Background: an optimization exercise with open tools, aiming at small area and a short achievable clock period. Do not read the settings as production practice. Where RTL was checked, it was by simulation tests only, not by an equivalence proof against the original. The RTL of runs 2 to 4 was laid out without a check of its function. Power figures rest on the tool's default switching activity, not on a simulated workload.

==> design/flow/flow/run.sh <==
#!/bin/bash
# Standard ORFS layout (standard.sh) with tuned port buffers, clock tree and timing repair target.
set -euo pipefail
bash standard.sh BUFFER_PORTS_ARGS=-buffer_cell\ sky130_fd_sc_hd__buf_1 CTS_ARGS=-sink_clustering_enable\ -repair_clock_nets\ -dont_use_dummy_load\ -buf_list\ sky130_fd_sc_hd__clkbuf_8\ -sink_clustering_size\ 15\ -sink_clustering_max_diameter\ 50 SETUP_SLACK_MARGIN=4.75 finish > flow_make.log 2>&1
==> design/flow/standard.sh <==
#!/bin/bash
# synth_recipe.tcl (not shown) runs the flow's synth.tcl, then flattens the netlist and writes it again
# the make line also repeats each setting of config.mk as NAME=value (left out here)
make -C /OpenROAD-flow-scripts/flow DESIGN_CONFIG=/design/flow/config.mk WORK_HOME=/design/flow/orfs CLKGATE_MAP_FILE= SYNTH_SCRIPT=/design/flow/synth_recipe.tcl "${@:-finish}"
==> design/flow/config.mk <==
export PLATFORM = sky130hd
export DESIGN_NAME = store_buffer
export DESIGN_NICKNAME = store_buffer
export VERILOG_FILES = /design/flow/design.v
export SDC_FILE = /design/flow/constraint.sdc
export NUM_CORES = 4
export LEC_CHECK = 0
export CAP_MARGIN = 20
export CORE_MARGIN = 2
export CORE_UTILIZATION = 70
export SLEW_MARGIN = 20
export SYNTH_HIERARCHICAL = 1
export SYNTH_MINIMUM_KEEP_SIZE = 0
==> design/flow/constraint.sdc <==
create_clock -name core_clock -period 12.0 [get_ports {clk}]
set_input_delay 2.4000 -clock core_clock [delete_from_list [all_inputs] [get_ports {clk}]]
set_output_delay 2.4000 -clock core_clock [all_outputs]
set_load 0.01 [all_outputs]
==> design/flow/design.v <==
package store_buffer_pkg;
  localparam int ROB_ENTRIES = 32;
  localparam int ISSUE_WIDTH = 2;
  localparam int SB_ENTRIES  = 8;
  localparam int ROB_IDX_W   = $clog2(ROB_ENTRIES);
endpackage
module store_buffer_fwd_match #(
  parameter  int N  = 8,
  localparam int PW = $clog2(N)
) (
  input  logic [N-1:0]        valid_i,
  input  logic [N-1:0][29:0]  addr_i,
  input  logic [N-1:0][31:0]  data_i,
  input  logic [N-1:0][3:0]   be_i,
  input  logic [N-1:0]        tail_oh_i,
  input  logic [29:0]         ld_waddr_i,
  input  logic [3:0]          ld_be_i,
  output logic                hit_o,
  output logic                stall_o,
  output logic [31:0]         data_o
);
  function automatic logic [N-1:0] younger_mask(int i, int j);
    for (int t = 0; t < N; t++) begin
      younger_mask[t] = ((j - t + N) % N) > ((i - t + N) % N);
    end
  endfunction
  logic [N-1:0]        ne;
  logic [N-1:0]        eq;
  logic [N-1:0]        sel_lo, sel_hi;
  logic [N-1:0]        cov;
  logic [N-1:0][N-1:0] not_younger;
  for (genvar i = 0; i < N; i++) begin : g_cmp
    store_buffer_addr_ne u_ne (
      .a_i  (addr_i[i]),
      .b_i  (ld_waddr_i),
      .ne_o (ne[i]),
      .eq_o (eq[i])
    );
  end
  for (genvar i = 0; i < N; i++) begin : g_age
    for (genvar j = 0; j < N; j++) begin : g_pair
      localparam logic [N-1:0] MASK = younger_mask(i, j);
      assign not_younger[i][j] = ~|(tail_oh_i & MASK);
    end
  end
  always_comb begin
    for (int i = 0; i < N; i++) begin
      cov[i] = (ld_be_i & ~be_i[i]) == 4'b0000;
    end
  end
  store_buffer_fwd_pick #(
    .N (N)
  ) u_pick (
    .valid_i   (valid_i),
    .not_younger_i (not_younger),
    .ne_i      (ne),
    .eq_i      (eq),
    .sel_lo_o  (sel_lo),
    .sel_hi_o  (sel_hi)
  );
  logic [N-1:0][16:0] fwd_lo_in, fwd_hi_in;
  logic [33:0]        fwd_out;
  always_comb begin
    for (int i = 0; i < N; i++) begin
      fwd_lo_in[i] = {cov[i], data_i[i][15:0]};
      fwd_hi_in[i] = {~cov[i], data_i[i][31:16]};
    end
  end
  store_buffer_oh_mux #(
    .N (N),
    .W (17)
  ) u_lo_mux (
    .sel_i  (sel_lo),
    .data_i (fwd_lo_in),
    .data_o ({fwd_out[32], fwd_out[15:0]})
  );
  store_buffer_oh_mux #(
    .N (N),
    .W (17)
  ) u_hi_mux (
    .sel_i  (sel_hi),
    .data_i (fwd_hi_in),
    .data_o ({fwd_out[33], fwd_out[31:16]})
  );
  assign data_o  = fwd_out[31:0];
  assign hit_o   = fwd_out[32];
  assign stall_o = fwd_out[33];
endmodule
module store_buffer_addr_ne (
  input  logic [29:0] a_i,
  input  logic [29:0] b_i,
  output logic        ne_o,
  output logic        eq_o
);
  logic [29:0] diff;
  logic [14:0] eq2;
  logic [4:0]  ne6;
  logic        eq18, eq12;
  assign diff = a_i ^ b_i;
  for (genvar k = 0; k < 15; k++) begin : g_eq2
    store_buffer_nor2 u_nor (.a_i (diff[2*k]), .b_i (diff[2*k+1]), .y_o (eq2[k]));
  end
  for (genvar k = 0; k < 5; k++) begin : g_ne6
    store_buffer_nand3 u_nand (.a_i (eq2[3*k]), .b_i (eq2[3*k+1]), .c_i (eq2[3*k+2]), .y_o (ne6[k]));
  end
  store_buffer_nor3 u_eq18 (.a_i (ne6[0]), .b_i (ne6[1]), .c_i (ne6[2]), .y_o (eq18));
  store_buffer_nor2 u_eq12 (.a_i (ne6[3]), .b_i (ne6[4]), .y_o (eq12));
  assign ne_o = ~(eq18 & eq12);
  store_buffer_and2 u_eq (.a_i (eq18), .b_i (eq12), .y_o (eq_o));
endmodule
module store_buffer_nor2 (
  input  logic a_i,
  input  logic b_i,
  output logic y_o
);
  assign y_o = ~(a_i | b_i);
endmodule
module store_buffer_nor3 (
  input  logic a_i,
  input  logic b_i,
  input  logic c_i,
  output logic y_o
);
  assign y_o = ~(a_i | b_i | c_i);
endmodule
module store_buffer_nand3 (
  input  logic a_i,
  input  logic b_i,
  input  logic c_i,
  output logic y_o
);
  assign y_o = ~(a_i & b_i & c_i);
endmodule
module store_buffer_fwd_pick #(
  parameter int N = 8
) (
  input  logic [N-1:0]        valid_i,
  input  logic [N-1:0][N-1:0] not_younger_i,
  input  logic [N-1:0]        ne_i,
  input  logic [N-1:0]        eq_i,
  output logic [N-1:0]        sel_lo_o,
  output logic [N-1:0]        sel_hi_o
);
  for (genvar i = 0; i < N; i++) begin : g_ent
    localparam int J0 = (i + 1) % N;
    localparam int J1 = (i + 2) % N;
    localparam int J2 = (i + 3) % N;
    localparam int J3 = (i + 4) % N;
    localparam int J4 = (i + 5) % N;
    localparam int J5 = (i + 6) % N;
    localparam int J6 = (i + 7) % N;
    logic [N-1:0] old;
    logic [3:0]   blk;
    logic [1:0]   clr;
    assign old = not_younger_i[i];
    store_buffer_oai22 u_b0 (.a0_i (ne_i[J0]), .a1_i (old[J0]), .b0_i (ne_i[J1]), .b1_i (old[J1]), .y_o (blk[0]));
    store_buffer_oai22 u_b1 (.a0_i (ne_i[J2]), .a1_i (old[J2]), .b0_i (ne_i[J3]), .b1_i (old[J3]), .y_o (blk[1]));
    store_buffer_oai22 u_b2 (.a0_i (ne_i[J4]), .a1_i (old[J4]), .b0_i (ne_i[J5]), .b1_i (old[J5]), .y_o (blk[2]));
    store_buffer_oai211 u_b3 (.a0_i (ne_i[J6]), .a1_i (old[J6]), .b_i (eq_i[i]), .c_i (valid_i[i]), .y_o (blk[3]));
    store_buffer_nor2 u_c0 (.a_i (blk[0]), .b_i (blk[1]), .y_o (clr[0]));
    store_buffer_nor2 u_c1 (.a_i (blk[2]), .b_i (blk[3]), .y_o (clr[1]));
    store_buffer_and2 u_sel_lo (.a_i (clr[0]), .b_i (clr[1]), .y_o (sel_lo_o[i]));
    store_buffer_and2 u_sel_hi (.a_i (clr[0]), .b_i (clr[1]), .y_o (sel_hi_o[i]));
  end
endmodule
module store_buffer_oai22 (
  input  logic a0_i,
  input  logic a1_i,
  input  logic b0_i,
  input  logic b1_i,
  output logic y_o
);
  assign y_o = ~((a0_i | a1_i) & (b0_i | b1_i));
endmodule
module store_buffer_oai211 (
  input  logic a0_i,
  input  logic a1_i,
  input  logic b_i,
  input  logic c_i,
  output logic y_o
);
  assign y_o = ~((a0_i | a1_i) & b_i & c_i);
endmodule
module store_buffer_and2 (
  input  logic a_i,
  input  logic b_i,
  output logic y_o
);
  assign y_o = a_i & b_i;
endmodule
module store_buffer_oh_mux #(
  parameter int N = 8,
  parameter int W = 32
) (
  input  logic [N-1:0]        sel_i,
  input  logic [N-1:0][W-1:0] data_i,
  output logic [W-1:0]        data_o
);
  always_comb begin
    data_o = '0;
    for (int i = 0; i < N; i++) begin
      data_o = data_o | ({W{sel_i[i]}} & data_i[i]);
    end
  end
endmodule
module store_buffer_oh_mux8 #(
  parameter int W = 32
) (
  input  logic [7:0]        sel_i,
  input  logic [7:0][W-1:0] data_i,
  output logic [W-1:0]      data_o
);
  for (genvar b = 0; b < W; b++) begin : g_bit
    logic [2:0] part_n;
    store_buffer_aoi222 u_a (
      .a0_i (sel_i[0]), .b0_i (data_i[0][b]),
      .a1_i (sel_i[1]), .b1_i (data_i[1][b]),
      .a2_i (sel_i[2]), .b2_i (data_i[2][b]),
      .y_o  (part_n[0])
    );
    store_buffer_aoi222 u_b (
      .a0_i (sel_i[3]), .b0_i (data_i[3][b]),
      .a1_i (sel_i[4]), .b1_i (data_i[4][b]),
      .a2_i (sel_i[5]), .b2_i (data_i[5][b]),
      .y_o  (part_n[1])
    );
    assign part_n[2] = ~((sel_i[6] & data_i[6][b]) | (sel_i[7] & data_i[7][b]));
    assign data_o[b] = ~&part_n;
  end
endmodule
module store_buffer_aoi222 (
  input  logic a0_i,
  input  logic b0_i,
  input  logic a1_i,
  input  logic b1_i,
  input  logic a2_i,
  input  logic b2_i,
  output logic y_o
);
  assign y_o = ~((a0_i & b0_i) | (a1_i & b1_i) | (a2_i & b2_i));
endmodule
module store_buffer #(
  parameter  int SB_ENTRIES = store_buffer_pkg::SB_ENTRIES,
  parameter  int ROB_SIZE   = store_buffer_pkg::ROB_ENTRIES,
  localparam int IDX_BITS   = $clog2(ROB_SIZE)
) (
  input  logic                                clk,
  input  logic                                reset,
  input  logic                                st_wr_en,
  input  logic [IDX_BITS-1:0]                 st_wr_rob_idx,
  input  logic [31:0]                         st_wr_addr,
  input  logic [31:0]                         st_wr_data,
  input  logic [3:0]                          st_wr_be,
  input  logic [store_buffer_pkg::ISSUE_WIDTH-1:0]              commit_valid,
  input  logic [store_buffer_pkg::ISSUE_WIDTH-1:0]              commit_is_store,
  input  logic [store_buffer_pkg::ISSUE_WIDTH-1:0][IDX_BITS-1:0] commit_rob_idx,
  input  logic                                flush_en,
  output logic                                dc_req_valid,
  output logic [31:0]                         dc_req_addr,
  output logic [31:0]                         dc_req_data,
  output logic [3:0]                          dc_req_be,
  input  logic                                dc_req_ready,
  input  logic [31:0]                         ld_fwd_addr,
  input  logic [3:0]                          ld_fwd_be,
  output logic                                ld_fwd_hit,
  output logic                                ld_fwd_stall,
  output logic [31:0]                         ld_fwd_data,
  output logic                                sb_full,
  output logic                                sb_empty,
  output logic                                sb_err
);
  localparam int PW = $clog2(SB_ENTRIES);
  logic [SB_ENTRIES-1:0][IDX_BITS-1:0] rob_q;
  logic [SB_ENTRIES-1:0][29:0]         addr_q;
  logic [SB_ENTRIES-1:0][31:0]         data_q;
  logic [SB_ENTRIES-1:0][3:0]          be_q;
  logic [PW:0] head_q, cmt_q, tail_q;
  logic [PW:0] head_d, cmt_d, tail_d;
  logic        err_q, err_d;
  logic          full, empty, req_v, drain, wr_ok;
  logic          a0, a1;
  logic [PW:0]   avail;
  logic [IDX_BITS-1:0] rob_c0, rob_s1;
  logic [SB_ENTRIES-1:0] valid;
  logic [SB_ENTRIES-1:0] head_oh;
  logic unused_lo;
  assign unused_lo = ^{st_wr_addr[1:0], ld_fwd_addr[1:0]};
  assign full  = head_q == {~tail_q[PW], tail_q[PW-1:0]};
  assign empty = tail_q == head_q;
  assign req_v = cmt_q != head_q;
  assign drain = req_v && dc_req_ready;
  assign wr_ok = st_wr_en && !full && !flush_en;
  assign avail = tail_q - cmt_q;
  assign a0 = commit_valid[0] && commit_is_store[0];
  assign a1 = commit_valid[1] && commit_is_store[1];
  logic [SB_ENTRIES-1:0] cmt_oh, cmt1_oh, chk1_oh;
  always_comb begin
    for (int i = 0; i < SB_ENTRIES; i++) begin
      cmt_oh[i] = cmt_q[PW-1:0] == i[PW-1:0];
    end
  end
  assign cmt1_oh = {cmt_oh[SB_ENTRIES-2:0], cmt_oh[SB_ENTRIES-1]};
  assign chk1_oh = a0 ? cmt1_oh : cmt_oh;
  store_buffer_oh_mux8 #(
    .W (IDX_BITS)
  ) u_rob0_mux (
    .sel_i  (cmt_oh),
    .data_i (rob_q),
    .data_o (rob_c0)
  );
  store_buffer_oh_mux8 #(
    .W (IDX_BITS)
  ) u_rob1_mux (
    .sel_i  (chk1_oh),
    .data_i (rob_q),
    .data_o (rob_s1)
  );
  always_comb begin
    err_d = err_q;
    if (st_wr_en && full) err_d = 1'b1;
    if ((a0 || a1) && avail == '0) err_d = 1'b1;
    if (a0 && a1 && avail == (PW+1)'(1)) err_d = 1'b1;
    if (a0 && rob_c0 != commit_rob_idx[0]) err_d = 1'b1;
    if (a1 && rob_s1 != commit_rob_idx[1]) err_d = 1'b1;
    head_d = head_q + (PW+1)'(drain);
    cmt_d  = cmt_q + (PW+1)'(a0) + (PW+1)'(a1);
    tail_d = flush_en ? cmt_d : tail_q + (PW+1)'(wr_ok);
  end
  always_ff @(posedge clk or posedge reset) begin
    if (reset) begin
      head_q <= '0;
      cmt_q  <= '0;
      tail_q <= '0;
      err_q  <= 1'b0;
    end else begin
      head_q <= head_d;
      cmt_q  <= cmt_d;
      tail_q <= tail_d;
      err_q  <= err_d;
    end
  end
  always_ff @(posedge clk) begin
    for (int i = 0; i < SB_ENTRIES; i++) begin
      if (wr_ok && tail_q[PW-1:0] == PW'(i)) begin
        rob_q[i]  <= st_wr_rob_idx;
        addr_q[i] <= st_wr_addr[31:2];
        data_q[i] <= st_wr_data;
        be_q[i]   <= st_wr_be;
      end
    end
  end
  logic [SB_ENTRIES-1:0] tail_oh, ge_head, lt_tail;
  logic                  wrapped;
  assign wrapped = head_q[PW] != tail_q[PW];
  always_comb begin
    for (int i = 0; i < SB_ENTRIES; i++) begin
      head_oh[i] = head_q[PW-1:0] == i[PW-1:0];
      tail_oh[i] = tail_q[PW-1:0] == i[PW-1:0];
    end
    ge_head[0] = head_oh[0];
    lt_tail[0] = ~tail_oh[0];
    for (int i = 1; i < SB_ENTRIES; i++) begin
      ge_head[i] = ge_head[i-1] | head_oh[i];
      lt_tail[i] = lt_tail[i-1] & ~tail_oh[i];
    end
    valid = wrapped ? (ge_head | lt_tail) : (ge_head & lt_tail);
  end
  logic [SB_ENTRIES-1:0][65:0] head_in;
  logic [65:0]                 head_out;
  always_comb begin
    for (int i = 0; i < SB_ENTRIES; i++) begin
      head_in[i] = {addr_q[i], data_q[i], be_q[i]};
    end
  end
  store_buffer_oh_mux8 #(
    .W (66)
  ) u_head_mux (
    .sel_i  (head_oh),
    .data_i (head_in),
    .data_o (head_out)
  );
  assign dc_req_addr = {head_out[65:36], 2'b00};
  assign dc_req_data = head_out[35:4];
  assign dc_req_be   = head_out[3:0];
  assign dc_req_valid = req_v;
  assign sb_full  = full;
  assign sb_empty = empty;
  assign sb_err   = err_q;
  store_buffer_fwd_match #(
    .N (SB_ENTRIES)
  ) u_fwd (
    .valid_i    (valid),
    .addr_i     (addr_q),
    .data_i     (data_q),
    .be_i       (be_q),
    .tail_oh_i  (tail_oh),
    .ld_waddr_i (ld_fwd_addr[31:2]),
    .ld_be_i    (ld_fwd_be),
    .hit_o      (ld_fwd_hit),
    .stall_o    (ld_fwd_stall),
    .data_o     (ld_fwd_data)
  );
endmodule
==> results.cfg, run 1 <==
[setup_path]
worst_setup_path_start_kind = input port
crit_slowest_cell = and2_4
worst_setup_path_end_kind = output port
path_cells = buf_2 -> xor2_1 -> nor2_1 -> nand3_1 -> nor3_4 -> and2_1 -> o211ai_2 -> nor2_1 -> and2_4 -> a22oi_1 -> nand4_1 -> buf_1
worstPathRequired_ps = 9600
crit_arrival_ps = 4820
crit_fanout = 17
critPathMaxStageDelay_ps = 380
criticalPathCategory = input port to output port
critPathTopFamily = simple AND/OR/NAND/NOR gates
crit_buf_inv = 2
crit_path_frequent_cell = nor2_1

[die]
rows = 71
die-area_um2 = 40000
die_width_um = 200
initial_utilization = 0.712
die_height_um = 200
core_area_um2 = 37800
io_pins = 234

[power]
power_leakage_nw = 9.55
powerDensity_nw_per_um2 = 191
ir_worst_vdd_uv = 142

[global_route]
grt_max_degree = 67
gr-total-overflow = 0
grt_pass1_wl_um = 108000
grt_pass1_vias = 18740
antenna_found_initial = 6
grt_usage = 0.369

[outcome]
outcome = complete, no violations

[placed_design]
dp_hpwl_um = 43600
placed_area_um2 = 28100
place_congestion = 0.926
io_buffers = 227

[detailed_routing]
drt_iter0_markers = 3178
drt_first_pass_iters = 10
drc = 0
routedWlPerCell_um = 28.0
drt-total-wl_um = 74100
via_count = 18963
ant_nets = 0
routed_via_density = 7.16

[min_path]
hold_path_class = register to register

[final_layout]
ff_latch_area_um2 = 17400
utilization = 0.775
drive_gt1_frac = 0.118
final_cell_area_um2 = 29200
area_growth_syn_to_layout_pct = 8.74
fin_nets = 2273
fill_cells = 2279
multi_input_area_um2 = 9130

[sta]
fin_setup_tns_ps = 0
finalSetupViolations = 0
fin_crit_sh = 0.602
rsz0062_at_grt = false
min_period_ps = 7220
relSlewSlack = 0.260
fmax_mhz = 138
hold_viol = 0
slew_viol_final = 0
tightest_slew_ps = 1110
skew_ps = 78.9

[synthesis]
synthCells = 1883
yosysWarnings = 9
syn_area_um2 = 26900
postSynthAreaPerCell_um2 = 14.3

[clock_network]
cts_tree = yes
h-tree-depth = 2
hold_buffers = 0
cts_root_buffer = clkbuf_8
clock_latency_ps = 680
numCtsBuffers = 49
clkTransAtPathRegs_ps = 70
cts_buffer_depth = 3
clock_sinks = 581

[flow_run]
maxCapViolations = 0
==> cell usage in the layout (no fill, tap or decap), types with 4 or more instances in the layout <==
master,instances
a21oi_1,4
a222oi_1,152
a22oi_1,172
a22oi_2,40
and2_1,12
and2_4,16
buf_1,197
buf_12,5
buf_2,28
buf_4,32
clkbuf_8,49
dfrtp_1,13
diode_2,4
edfxtp_1,568
ha_1,8
inv_1,32
maj3_1,5
nand2_1,20
nand2_2,6
nand2_4,4
nand2b_1,29
nand3_1,117
nand3_2,4
nand4_1,36
nor2_1,178
nor2_2,7
nor2_4,9
nor3_1,12
nor3_2,5
nor3_4,9
o2111a_1,8
o2111ai_1,8
o211ai_2,8
o21ai_0,6
o22ai_1,20
o22ai_2,4
or4_4,4
xnor2_1,17
xor2_1,249
==> flip-flops by register name (all words and copies together) (netlist names) <==
name	count
data_q	256
addr_q	240
rob_q	40
be_q	32
cmt_q	4
head_q	4
tail_q	4
err_q	1
==> where the power goes <==
| part | total [W] | internal, W | leakage (nW) | switching (W) |
|---|---|---|---|---|
| clock | 0.000956 | 0.000364 | 0.352 | 0.000592 |
| combinational | 0.00205 | 0.000700 | 3.92 | 0.00135 |
| sequential | 0.00256 | 0.00241 | 5.28 | 0.000150 |
| total | 0.00557 | 0.00348 | 9.55 | 0.00210 |
==> timing repair <==
item | 4_1_cts | 5_1_grt
pin swaps | 0 | 11
buffers inserted | 0 | 10
endpoints found under the setup margin | 34 | 34
cloned | 0 | 1
resized for setup | 63 | 34
==> per-stage QoR <==
step           total power, W  hold slack, ps  instances  worst slack (ps)
2_1_floorplan         0.00388             493       1884              5600
3_3_place_gp          0.00456             469       2582              4180
3_5_place_dp          0.00459             477       2582              4100
4_1_cts               0.00552             494       2631              4730
5_1_grt               0.00581             534       2646              4690
6_report              0.00557             494       2648              4780
==> worst reg2reg max path, cell delays in order (launching register included) <==
cell and delay (ps):
dfrtp_1 840, xnor2_1 200, and4_4 240, or2_4 290, inv_2 90, nand2_2 120, nor2_4 510, buf_4 660
==> metal layers <==
layer,part of all wire,vias to the layer above,routed length [µm],GRT usage
met2,0.48,1441,35500,0.604
li1,-,8077,-,-
met5,0.00046,-,34,0
met1,0.36,9239,26600,0.485
met3,0.13,200,9520,0.0827
met4,0.033,6,2460,0.146
==> path summary, 6_finish.rpt <==
kind                                startpoint              endpoint  slack [ps]  cells after the start
min in group asynchronous                reset   head_q[2]$_DFF_PP0_        1770                      2
max                             ld_fwd_addr[7]       ld_fwd_data[30]        4780                     12
max reg2reg                head_q[2]$_DFF_PP0_  data_q[95]$_DFFE_PP_        8610                      7
max in group asynchronous                reset    cmt_q[0]$_DFF_PP0_        9870                      2
min reg2reg                  err_q$_DFFE_PP0P_     err_q$_DFFE_PP0P_         490                      2
min                          err_q$_DFFE_PP0P_     err_q$_DFFE_PP0P_         490                      2
==> final cells by class <==
type                            count  area share
Antenna cell                        4    0.000342
Clock buffer                       49      0.0231
Inverter                           33     0.00424
Multi-Input combinational cell   1204       0.312
Sequential cell                   581       0.594
Tap cell                          511      0.0219
Timing Repair Buffer              266      0.0439
==> inputs of run 2 (changes only) <==
--- a/design/flow/design.v
+++ b/design/flow/design.v
@@ -25,16 +25,14 @@
     end
   endfunction
   logic [N-1:0]        ne;
-  logic [N-1:0]        eq;
-  logic [N-1:0]        sel_lo, sel_hi;
+  logic [3:0][N-1:0]   sel;
   logic [N-1:0]        cov;
   logic [N-1:0][N-1:0] not_younger;
   for (genvar i = 0; i < N; i++) begin : g_cmp
     store_buffer_addr_ne u_ne (
       .a_i  (addr_i[i]),
       .b_i  (ld_waddr_i),
-      .ne_o (ne[i]),
-      .eq_o (eq[i])
+      .ne_o (ne[i])
     );
   end
   for (genvar i = 0; i < N; i++) begin : g_age
@@ -54,34 +52,35 @@
     .valid_i   (valid_i),
     .not_younger_i (not_younger),
     .ne_i      (ne),
-    .eq_i      (eq),
-    .sel_lo_o  (sel_lo),
-    .sel_hi_o  (sel_hi)
+    .sel_o     (sel)
   );
-  logic [N-1:0][16:0] fwd_lo_in, fwd_hi_in;
-  logic [33:0]        fwd_out;
+  logic [N-1:0][35:0] fwd_in;
+  logic [35:0]        fwd_out;
   always_comb begin
     for (int i = 0; i < N; i++) begin
-      fwd_lo_in[i] = {cov[i], data_i[i][15:0]};
-      fwd_hi_in[i] = {~cov[i], data_i[i][31:16]};
+      fwd_in[i] = {2'b00, ~cov[i], cov[i], data_i[i]};
     end
   end
-  store_buffer_oh_mux #(
-    .N (N),
-    .W (17)
-  ) u_lo_mux (
-    .sel_i  (sel_lo),
-    .data_i (fwd_lo_in),
-    .data_o ({fwd_out[32], fwd_out[15:0]})
-  );
-  store_buffer_oh_mux #(
-    .N (N),
-    .W (17)
-  ) u_hi_mux (
-    .sel_i  (sel_hi),
-    .data_i (fwd_hi_in),
-    .data_o ({fwd_out[33], fwd_out[31:16]})
-  );
+  logic [3:0][N-1:0][8:0] slice_in;
+  always_comb begin
+    for (int q = 0; q < 4; q++) begin
+      for (int i = 0; i < N; i++) begin
+        slice_in[q][i] = fwd_in[i][9*q +: 9];
+      end
+    end
+  end
+  for (genvar q = 0; q < 4; q++) begin : g_slice
+    store_buffer_oh_mux #(
+      .N (N),
+      .W (9)
+    ) u_mux (
+      .sel_i  (sel[q]),
+      .data_i (slice_in[q]),
+      .data_o (fwd_out[9*q +: 9])
+    );
+  end
+  logic unused_pad;
+  assign unused_pad = ^fwd_out[35:34];
   assign data_o  = fwd_out[31:0];
   assign hit_o   = fwd_out[32];
   assign stall_o = fwd_out[33];
@@ -89,8 +88,7 @@
 module store_buffer_addr_ne (
   input  logic [29:0] a_i,
   input  logic [29:0] b_i,
-  output logic        ne_o,
-  output logic        eq_o
+  output logic        ne_o
 );
   logic [29:0] diff;
   logic [14:0] eq2;
@@ -106,7 +104,6 @@
   store_buffer_nor3 u_eq18 (.a_i (ne6[0]), .b_i (ne6[1]), .c_i (ne6[2]), .y_o (eq18));
   store_buffer_nor2 u_eq12 (.a_i (ne6[3]), .b_i (ne6[4]), .y_o (eq12));
   assign ne_o = ~(eq18 & eq12);
-  store_buffer_and2 u_eq (.a_i (eq18), .b_i (eq12), .y_o (eq_o));
 endmodule
 module store_buffer_nor2 (
   input  logic a_i,
@@ -137,9 +134,7 @@
   input  logic [N-1:0]        valid_i,
   input  logic [N-1:0][N-1:0] not_younger_i,
   input  logic [N-1:0]        ne_i,
-  input  logic [N-1:0]        eq_i,
-  output logic [N-1:0]        sel_lo_o,
-  output logic [N-1:0]        sel_hi_o
+  output logic [3:0][N-1:0]   sel_o
 );
   for (genvar i = 0; i < N; i++) begin : g_ent
     localparam int J0 = (i + 1) % N;
@@ -156,30 +151,30 @@
     store_buffer_oai22 u_b0 (.a0_i (ne_i[J0]), .a1_i (old[J0]), .b0_i (ne_i[J1]), .b1_i (old[J1]), .y_o (blk[0]));
     store_buffer_oai22 u_b1 (.a0_i (ne_i[J2]), .a1_i (old[J2]), .b0_i (ne_i[J3]), .b1_i (old[J3]), .y_o (blk[1]));
     store_buffer_oai22 u_b2 (.a0_i (ne_i[J4]), .a1_i (old[J4]), .b0_i (ne_i[J5]), .b1_i (old[J5]), .y_o (blk[2]));
-    store_buffer_oai211 u_b3 (.a0_i (ne_i[J6]), .a1_i (old[J6]), .b_i (eq_i[i]), .c_i (valid_i[i]), .y_o (blk[3]));
+    store_buffer_oai21 u_b3 (.a0_i (ne_i[J6]), .a1_i (old[J6]), .b_i (valid_i[i]), .y_o (blk[3]));
     store_buffer_nor2 u_c0 (.a_i (blk[0]), .b_i (blk[1]), .y_o (clr[0]));
-    store_buffer_nor2 u_c1 (.a_i (blk[2]), .b_i (blk[3]), .y_o (clr[1]));
-    store_buffer_and2 u_sel_lo (.a_i (clr[0]), .b_i (clr[1]), .y_o (sel_lo_o[i]));
-    store_buffer_and2 u_sel_hi (.a_i (clr[0]), .b_i (clr[1]), .y_o (sel_hi_o[i]));
+    store_buffer_nor3 u_c1 (.a_i (blk[2]), .b_i (blk[3]), .c_i (ne_i[i]), .y_o (clr[1]));
+    for (genvar q = 0; q < 4; q++) begin : g_copy
+      store_buffer_and2 u_sel (.a_i (clr[0]), .b_i (clr[1]), .y_o (sel_o[q][i]));
+    end
   end
 endmodule
-module store_buffer_oai22 (
+module store_buffer_oai21 (
   input  logic a0_i,
   input  logic a1_i,
-  input  logic b0_i,
-  input  logic b1_i,
+  input  logic b_i,
   output logic y_o
 );
-  assign y_o = ~((a0_i | a1_i) & (b0_i | b1_i));
+  assign y_o = ~((a0_i | a1_i) & b_i);
 endmodule
-module store_buffer_oai211 (
+module store_buffer_oai22 (
   input  logic a0_i,
   input  logic a1_i,
-  input  logic b_i,
-  input  logic c_i,
+  input  logic b0_i,
+  input  logic b1_i,
   output logic y_o
 );
-  assign y_o = ~((a0_i | a1_i) & b_i & c_i);
+  assign y_o = ~((a0_i | a1_i) & (b0_i | b1_i));
 endmodule
 module store_buffer_and2 (
   input  logic a_i,
==> run 2 against run 1 <==
Against the previous run:
- fmax shrank 1.9%
- highest routed layer unchanged
- non-clock buffer count shrank 13
- clock skew grew 7.9 ps
- via count grew 0.44%
- clock power grew 2.3%
- design area shrank 0.38%
- synthesized cell count grew 0.42%
- largest cell class unchanged
- worst setup slack lost 140 ps
==> results.cfg, run 2 <==
[sta]
fin_crit_sh = 0.614
min_period_ps = 7370
hold_viol = 0
finalSetupViolations = 0
skew_ps = 86.8
slew_viol_final = 0
tightest_slew_ps = 1160
relSlewSlack = 0.229
fin_setup_tns_ps = 0
fmax_mhz = 136
rsz0062_at_grt = true

[power]
powerDensity_nw_per_um2 = 193
p_total_w = 0.00561
ir_worst_vdd_uv = 143
power_leakage_nw = 9.37

[clock_network]
clock_latency_ps = 700
clkTransAtPathRegs_ps = 40
clock_sinks = 581
postCtsSetupBuffers = 0
numCtsBuffers = 51
cts_tree = yes
cts_buffer_depth = 3
h-tree-depth = 2
hold_buffers = 0
cts_root_buffer = clkbuf_8

[min_path]
hold_path_depth = 1
hold_path_class = register to register

[synthesis]
postSynthAreaPerCell_um2 = 14.3
syn_area_um2 = 26900
yosysWarnings = 9
synthCells = 1891

[flow_run]
maxCapViolations = 0

[final_layout]
largest_reg_flops = 256
area_growth_syn_to_layout_pct = 8.12
top_regs = data_q x256, addr_q x240, rob_q x40
top_register = data_q
final_common_cell = edfxtp_1
fin_nets = 2269
layout_common_cells = 568 x edfxtp_1, 250 x xor2_1, 197 x buf_1
drive_gt1_frac = 0.122

[detailed_routing]
via_count = 19047
ant_nets = 0
routedWlPerCell_um = 28.2
drt_iter0_markers = 3000
drt_first_pass_iters = 10
drc = 0
drt-total-wl_um = 74600
routed_via_density = 7.20

[global_route]
grt_max_degree = 68
gr-total-overflow = 0
antenna_found_initial = 7
grt_usage = 0.366
grt_pass1_wl_um = 110000
grt_pass1_vias = 18886

[setup_path]
worstPathRequired_ps = 9600
crit_arrival_ps = 4970
criticalPathCategory = input port to output port
crit_fanout = 9
worst_setup_path_start_kind = input port
worst_setup_path_end_kind = output port
rr_worst_depth = 7

[die]
core_area_um2 = 37800
die_width_um = 200
die_height_um = 200
initial_utilization = 0.714
io_pins = 234
die-area_um2 = 40100
rows = 71

[placed_design]
place_congestion = 0.940
io_buffers = 227
dp_hpwl_um = 45200

[outcome]
outcome = complete, no violations
## run 2: final cells by class
cell class / count / area (µm²)
Sequential cell: 581 / 17400
Multi-Input combinational cell: 1211 / 9170
Fill cell: 2308 / 8620
Timing Repair Buffer: 253 / 1110
Clock buffer: 51 / 702
Tap cell: 511 / 639
Inverter: 33 / 124
Antenna cell: 5 / 12.5
## run 2: layer usage
metal / up-vias / track usage / part of all wire
met5: - / 0 / 0.00039
met4: 4 / 0.170 / 0.041
met3: 234 / 0.0727 / 0.13
met2: 1522 / 0.591 / 0.48
met1: 9205 / 0.484 / 0.36
li1: 8082 / - / -
## run 2: power by group
group          total (W)  internal (W)  switching, W
clock network   0.000978      0.000378      0.000601
logic            0.00207      0.000700       0.00137
registers        0.00256       0.00241      0.000151
## run 2: per-stage QoR
stage	worst slack [ps]	cells	util	hold WS [ps]	area (µm²)
finish	4630	2645	0.772	550	29100
global route	4720	2643	0.772	564	29100
CTS	4750	2638	0.768	542	29000
detailed placement	4340	2587	0.747	532	28200
global placement	4400	2587	0.747	508	28200
floorplan	5620	1892	-	493	27000
## run 2: timing repair
action                                  4_1_cts  5_1_grt
pin swaps                                     0        6
endpoints found under the setup margin       34       34
gates resized for setup                      64       37
## run 2: worst paths after layout
check | to | slack, ps | start
setup / recovery | ld_fwd_data[13] | 4630 | ld_fwd_addr[23]
hold / removal | head_q[3]$_DFF_PP0_ | 550 | head_q[3]$_DFF_PP0_
setup reg to reg | addr_q[144]$_DFFE_PP_ | 8150 | head_q[2]$_DFF_PP0_
hold reg to reg | head_q[3]$_DFF_PP0_ | 550 | head_q[3]$_DFF_PP0_
max in group asynchronous | head_q[2]$_DFF_PP0_ | 9900 | reset
min in group asynchronous | head_q[0]$_DFF_PP0_ | 1690 | reset
## run 2: worst max-delay path: stages
cell     delay, ps
buf_2          170
xor2_1         200
nor2_1         210
nand3_1        190
nor2_1         380
nand2_4        200
o22ai_1        210
nor2_1         100
and2_2         310
a22oi_1        220
nand4_1        200
buf_1          170
==> inputs of run 3 (changes only) <==
==> design/flow/flow/run.sh (replaced) <==
#!/bin/bash
# Standard ORFS layout (standard.sh) with tuned port buffers, clock tree and timing repair target.
set -euo pipefail
bash standard.sh BUFFER_PORTS_ARGS=-buffer_cell\ sky130_fd_sc_hd__buf_1 CTS_ARGS=-sink_clustering_enable\ -repair_clock_nets\ -dont_use_dummy_load\ -buf_list\ sky130_fd_sc_hd__clkbuf_8\ -sink_clustering_size\ 15\ -sink_clustering_max_diameter\ 50 SETUP_SLACK_MARGIN=5.0 finish > flow_make.log 2>&1
==> run 3 against run 2 <==
Against the previous run:
- first-iteration DRC count grew 10%
- register-to-register slack gained 20 ps
- design area is 3.2% higher
- flip-flop and latch count stayed put
- count of clock-buffer cells in the layout is the same
- worst setup slack better by 260 ps
- area after synthesis stayed put
==> results.cfg, run 3 <==
[outcome]
outcome = complete, no violations

[global_route]
grt_pass1_wl_um = 111000
grt_usage = 0.366
grt_pass1_vias = 18910
gr-total-overflow = 0
antenna_found_initial = 6
grt_max_degree = 68

[sta]
finalSetupViolations = 0
fin_crit_sh = 0.593
hold_viol = 0
relSlewSlack = 0.211
skew_ps = 65.3
fin_setup_tns_ps = 0
min_period_ps = 7110
fmax_mhz = 141
holdWs_ps = 545
tightest_slew_ps = 1180
timing.final.ws_setup_ps = 4890
slew_viol_final = 0
rsz0062_at_grt = true

[placed_design]
dp_hpwl_um = 45200
place_inst = 2587
dp_slack_ps = 4340
place_congestion = 0.940
io_buffers = 227

[final_layout]
area_growth_syn_to_layout_pct = 11.6
top_register = data_q
layout_common_cells = 568 x edfxtp_1, 242 x xor2_1, 183 x buf_1
fin_nets = 2282
stdcell_count = 2658
final_common_cell = edfxtp_1
drive_gt1_frac = 0.173
top_regs = data_q x256, addr_q x240, rob_q x40
fill_cells = 2176
largest_reg_flops = 256

[die]
die_height_um = 200
die-area_um2 = 40100
initial_utilization = 0.714
core_area_um2 = 37800
io_pins = 234
rows = 71
die_width_um = 200

[clock_network]
clock_sinks = 581
cts_tree = yes
numCtsBuffers = 51
cts_buffer_depth = 3
hold_buffers = 0
h-tree-depth = 2
clock_latency_ps = 680
cts_root_buffer = clkbuf_8
clkTransAtPathRegs_ps = 40

[synthesis]
postSynthAreaPerCell_um2 = 14.3
synthCells = 1891
yosysWarnings = 9
syn_area_um2 = 26900

[setup_path]
crit_arrival_ps = 4710
worst_setup_path_end_kind = output port
worst_setup_path_start_kind = input port
rr_worst_depth = 7
crit_fanout = 9
criticalPathCategory = input port to output port
worstPathRequired_ps = 9600

[flow_run]
maxCapViolations = 0

[power]
p_switching_w = 0.00218
power_leakage_nw = 9.80
combinationalPowerShare = 0.378
ir_worst_vdd_uv = 144
pwr-share-seq = 0.451
powerDensity_nw_per_um2 = 189
swShare = 0.383
p_int_w = 0.00351
p_clk_frac = 0.171
p_total_w = 0.00570

[detailed_routing]
drt-total-wl_um = 76400
drc = 0
routed_via_density = 7.28
ant_nets = 0
drt_first_pass_iters = 9
routedWlPerCell_um = 28.7
drt_iter0_markers = 3301
via_count = 19344

[min_path]
hold_path_depth = 1
hold_path_class = register to register
==> run 3: final timing paths <==
kind,to,start,slack (ps)
max,ld_fwd_data[0],ld_fwd_addr[17],4890
min,head_q[3]$_DFF_PP0_,head_q[3]$_DFF_PP0_,540
max reg2reg,addr_q[144]$_DFFE_PP_,head_q[2]$_DFF_PP0_,8170
min reg2reg,head_q[3]$_DFF_PP0_,head_q[3]$_DFF_PP0_,540
max in group asynchronous,head_q[2]$_DFF_PP0_,reset,9880
min in group asynchronous,err_q$_DFFE_PP0P_,reset,1710
==> run 3: power groups by stage <==
stage	combinational [W]	clock, W	sequential [W]
after detailed placement	0.00200	0	0.00261
after CTS	0.00201	0.000984	0.00256
after global routing	0.00227	0.00106	0.00258
after global placement	0.00196	0	0.00259
after floorplan	0.00135	0	0.00254
final	0.00215	0.000977	0.00257
==> run 3: routing by layer <==
layer,part of all wire,track usage,vias to the layer above
met5,0.00038,0,-
met4,0.042,0.167,4
met3,0.13,0.0690,248
met2,0.47,0.593,1610
met1,0.35,0.487,9379
li1,-,-,8103
==> run 3: critical path, stage by stage <==
cell and delay [ps]:
buf_6 120, xor2_1 170, nor2_1 190, nand3_1 210, nor3_4 220, nand2_4 180
nor3_4 410, and2_4 340, a22oi_1 90, nand4_1 150, buf_1 200
==> run 3: through the flow <==
stage | area, µm² | util
after floorplan | 27000 | -
after global placement | 28200 | 0.747
after detailed placement | 28200 | 0.747
after CTS | 29100 | 0.770
after global routing | 30100 | 0.796
final | 30100 | 0.796
==> run 3: cell type report <==
cell class | instances | area (µm²) | share of cell area
Sequential cell | 581 | 17400 | 0.578
Multi-Input combinational cell | 1220 | 9870 | 0.328
Timing Repair Buffer | 257 | 1340 | 0.0444
Clock buffer | 51 | 702 | 0.0233
Tap cell | 511 | 639 | 0.0213
Inverter | 33 | 124 | 0.00412
Antenna cell | 5 | 12.5 | 0.000416
==> run 3: what timing repair did <==
action | 4_1_cts | 5_1_grt
pin swaps | 10 | 48
buffers inserted | 1 | 3
resized for setup | 114 | 218
hold endpoints to repair | 0 | 0
gates cloned | 0 | 9
endpoints found under the setup margin | 34 | 34
==> inputs of run 4 (changes only) <==
==> design/flow/flow/run.sh (replaced) <==
#!/bin/bash
# Standard ORFS layout (standard.sh) with tuned port buffers, clock tree and timing repair target.
set -euo pipefail
bash standard.sh BUFFER_PORTS_ARGS=-buffer_cell\ sky130_fd_sc_hd__buf_1 CTS_ARGS=-sink_clustering_enable\ -repair_clock_nets\ -dont_use_dummy_load\ -buf_list\ sky130_fd_sc_hd__clkbuf_8\ -sink_clustering_size\ 15\ -sink_clustering_max_diameter\ 50 SETUP_SLACK_MARGIN=5.25 finish > flow_make.log 2>&1
==> run 4 against run 3 <==
Against the previous run:
- area after synthesis is the same
- wire length is 1.1% higher
- die area did not move
- critical path type unchanged
- flip-flop and latch count stayed put
- still clean on timing, DRC and antenna
- cell count is 0.38% higher
- synthesized cell count unchanged
- critical path depth increased by 1
- design area increased by 1.1%
- fmax is 0.68% higher
- worst setup slack better by 48 ps
- power grew 0.60%
- core utilization increased by 0.90 points
==> results.cfg, run 4 <==
[clock_network]
clock_latency_ps = 680
h-tree-depth = 2
cts_buffer_depth = 3
clock_sinks = 581
hold_buffers = 0
cts_root_buffer = clkbuf_8
numCtsBuffers = 51
cts_tree = yes
clkTransAtPathRegs_ps = 40

[placed_design]
io_buffers = 227
place_congestion = 0.940
dp_hpwl_um = 45200
place_inst = 2587

[detailed_routing]
routedWlPerCell_um = 28.9
drt_iter0_markers = 3061
via_count = 19443
ant_nets = 0
routed_via_density = 7.29
drc = 0
drt-total-wl_um = 77200
drt_first_pass_iters = 8

[setup_path]
crit_fanout = 8
worstPathRequired_ps = 9600
crit_arrival_ps = 4660
worst_setup_path_start_kind = input port
criticalPathCategory = input port to output port
worst_setup_path_end_kind = output port

[global_route]
grt_use_met3 = 0.0755
grtUsageMet2 = 0.597
grt_pass1_vias = 19211
busiest_layer = met2
grt_usage = 0.373
antenna_found_initial = 4
grt_pass1_wl_um = 112000
grt_max_degree = 68
use_met1 = 0.495
gr-total-overflow = 0

[sta]
slew_viol_final = 0
fin_setup_tns_ps = 0
tightest_slew_ps = 1170
rsz0062_at_grt = true
fin_crit_sh = 0.589
hold_viol = 0
finalSetupViolations = 0
fmax_mhz = 142
relSlewSlack = 0.221
min_period_ps = 7060
skew_ps = 63.8

[final_layout]
fill_cells = 2104
top_regs = data_q x256, addr_q x240, rob_q x40
top_register = data_q
final_common_cell = edfxtp_1
stdcell_count = 2668
layout_common_cells = 568 x edfxtp_1, 241 x xor2_1, 172 x buf_1
drive_gt1_frac = 0.200
largest_reg_flops = 256
fin_nets = 2294
area_growth_syn_to_layout_pct = 12.8

[power]
powerDensity_nw_per_um2 = 188
p_int_w = 0.00352
combinationalPowerShare = 0.381
swShare = 0.386
p_clk_frac = 0.171
p_switching_w = 0.00221
ir_worst_vdd_uv = 152
pwr-share-seq = 0.448
power_leakage_nw = 9.91

[die]
die-area_um2 = 40100
rows = 71
io_pins = 234
core_area_um2 = 37800
die_width_um = 200
initial_utilization = 0.714
die_height_um = 200

[min_path]
hold_path_class = register to register

[flow_run]
maxCapViolations = 0

[synthesis]
postSynthAreaPerCell_um2 = 14.3
syn_area_um2 = 26900
yosysWarnings = 9
synthCells = 1891

[outcome]
outcome = complete, no violations
-- run 4: cell count changes in the layout (fill, tap and decap cells not counted), moves of 5 or more --
| cell | change |
|---|---|
| and2_4 | +6 |
| a22oi_2 | +25 |
| buf_2 | +16 |
| nor2_2 | +5 |
| clkbuf_2 | -5 |
| a22oi_1 | -25 |
| buf_1 | -11 |
| buf_4 | +8 |
| nor2_1 | -6 |
-- run 4: layout make-up --
class	count	area [µm²]	area share
Sequential cell	581	17400	0.572
Multi-Input combinational cell	1222	10100	0.333
Timing Repair Buffer	267	1440	0.0473
Clock buffer	51	702	0.0231
Tap cell	511	639	0.0210
Inverter	33	124	0.00407
Antenna cell	3	7.51	0.000247
-- run 4: final timing paths --
path | from | end | slack, ps | cells after the start
setup / recovery | ld_fwd_addr[13] | ld_fwd_data[12] | 4940 | 12
hold / removal | head_q[3]$_DFF_PP0_ | head_q[3]$_DFF_PP0_ | 540 | 1
setup reg to reg | head_q[2]$_DFF_PP0_ | addr_q[135]$_DFFE_PP_ | 8220 | 7
hold reg to reg | head_q[3]$_DFF_PP0_ | head_q[3]$_DFF_PP0_ | 540 | 1
max in group asynchronous | reset | head_q[2]$_DFF_PP0_ | 9890 | 2
min in group asynchronous | reset | head_q[0]$_DFF_PP0_ | 1700 | 2
-- run 4: critical path, cell delays in order --
cell,delay (ps)
buf_8,120
xor2_1,160
nor2_2,180
nand3_2,150
nor3_4,350
nand2_8,150
o22ai_4,210
nor2_4,110
and2_4,230
a22oi_2,160
nand4_1,210
buf_2,210
-- run 4: layer usage --
metal / part of all wire / vias to the layer above
li1: - / 8126
met1: 0.35 / 9458
met2: 0.47 / 1598
met3: 0.13 / 257
met4: 0.045 / 4
met5: 0.00036 / -
-- run 4: metrics by stage --
stage               worst slack, ps  total power, W   util  cell area [µm²]  hold slack, ps
finish                         4940         0.00573  0.805            30400             542
global route                   4940         0.00594  0.805            30400             564
CTS                            5040         0.00561  0.786            29700             542
detailed placement             4340         0.00460  0.747            28200             532
global placement               4400         0.00456  0.747            28200             508
floorplan                      5620         0.00389      -            27000             493
-- run 4: power groups by stage --
stage / logic [W] / registers, W / clock network (W)
after CTS: 0.00206 / 0.00256 / 0.000984
after global routing: 0.00229 / 0.00259 / 0.00106
after global placement: 0.00196 / 0.00259 / 0
after floorplan: 0.00135 / 0.00254 / 0
after detailed placement: 0.00200 / 0.00261 / 0
final: 0.00218 / 0.00257 / 0.000979
-- run 4: timing repair --
| item | 4_1_cts | 5_1_grt |
|---|---|---|
| resized for setup | 242 | 143 |
| setup buffers | 4 | 10 |
| setup endpoints to repair | 34 | 34 |
| pin swaps | 52 | 56 |
| cloned | 6 | 5 |

## port drivers added, routing unchanged
How much do the figures lean on ideal ports? The routed layouts below were timed once more, with nothing changed but the port constraints.
Step 1: set_driving_cell puts a clkbuf_16 on clk and a buf_2 on each other input, an assumption about the parent block.
Step 2, shift: input delay + t, output delay - t, t = (earliest + latest rising clock arrival at the registers) / 2. This alone moves slack from input paths to output paths.
a / b / c = ideal ports / drivers / drivers and shift; a / b = the first two.
run | t (ns) | slack for setup (ns) | clock arrival spread, ns | worst data-port slew with drivers (ns) | cell pins on the clock port's net
run 1 | 0.698 | 4.777 / 4.741 / 4.741 | 0.083 / 0.083 | 0.08 | 1
run 2 | 0.711 | 4.634 / 4.616 / 4.616 | 0.090 / 0.090 | 0.09 | 1
run 3 | 0.705 | 4.890 / 4.843 / 4.843 | 0.066 / 0.067 | 0.10 | 1
run 4 | 0.706 | 4.938 / 4.862 / 4.862 | 0.065 / 0.065 | 0.12 | 1
After both steps every run listed still meets setup and hold. The setup slack of run 4, which loses most, moves by -0.076 ns with the drivers and by -0.076 ns with both steps.
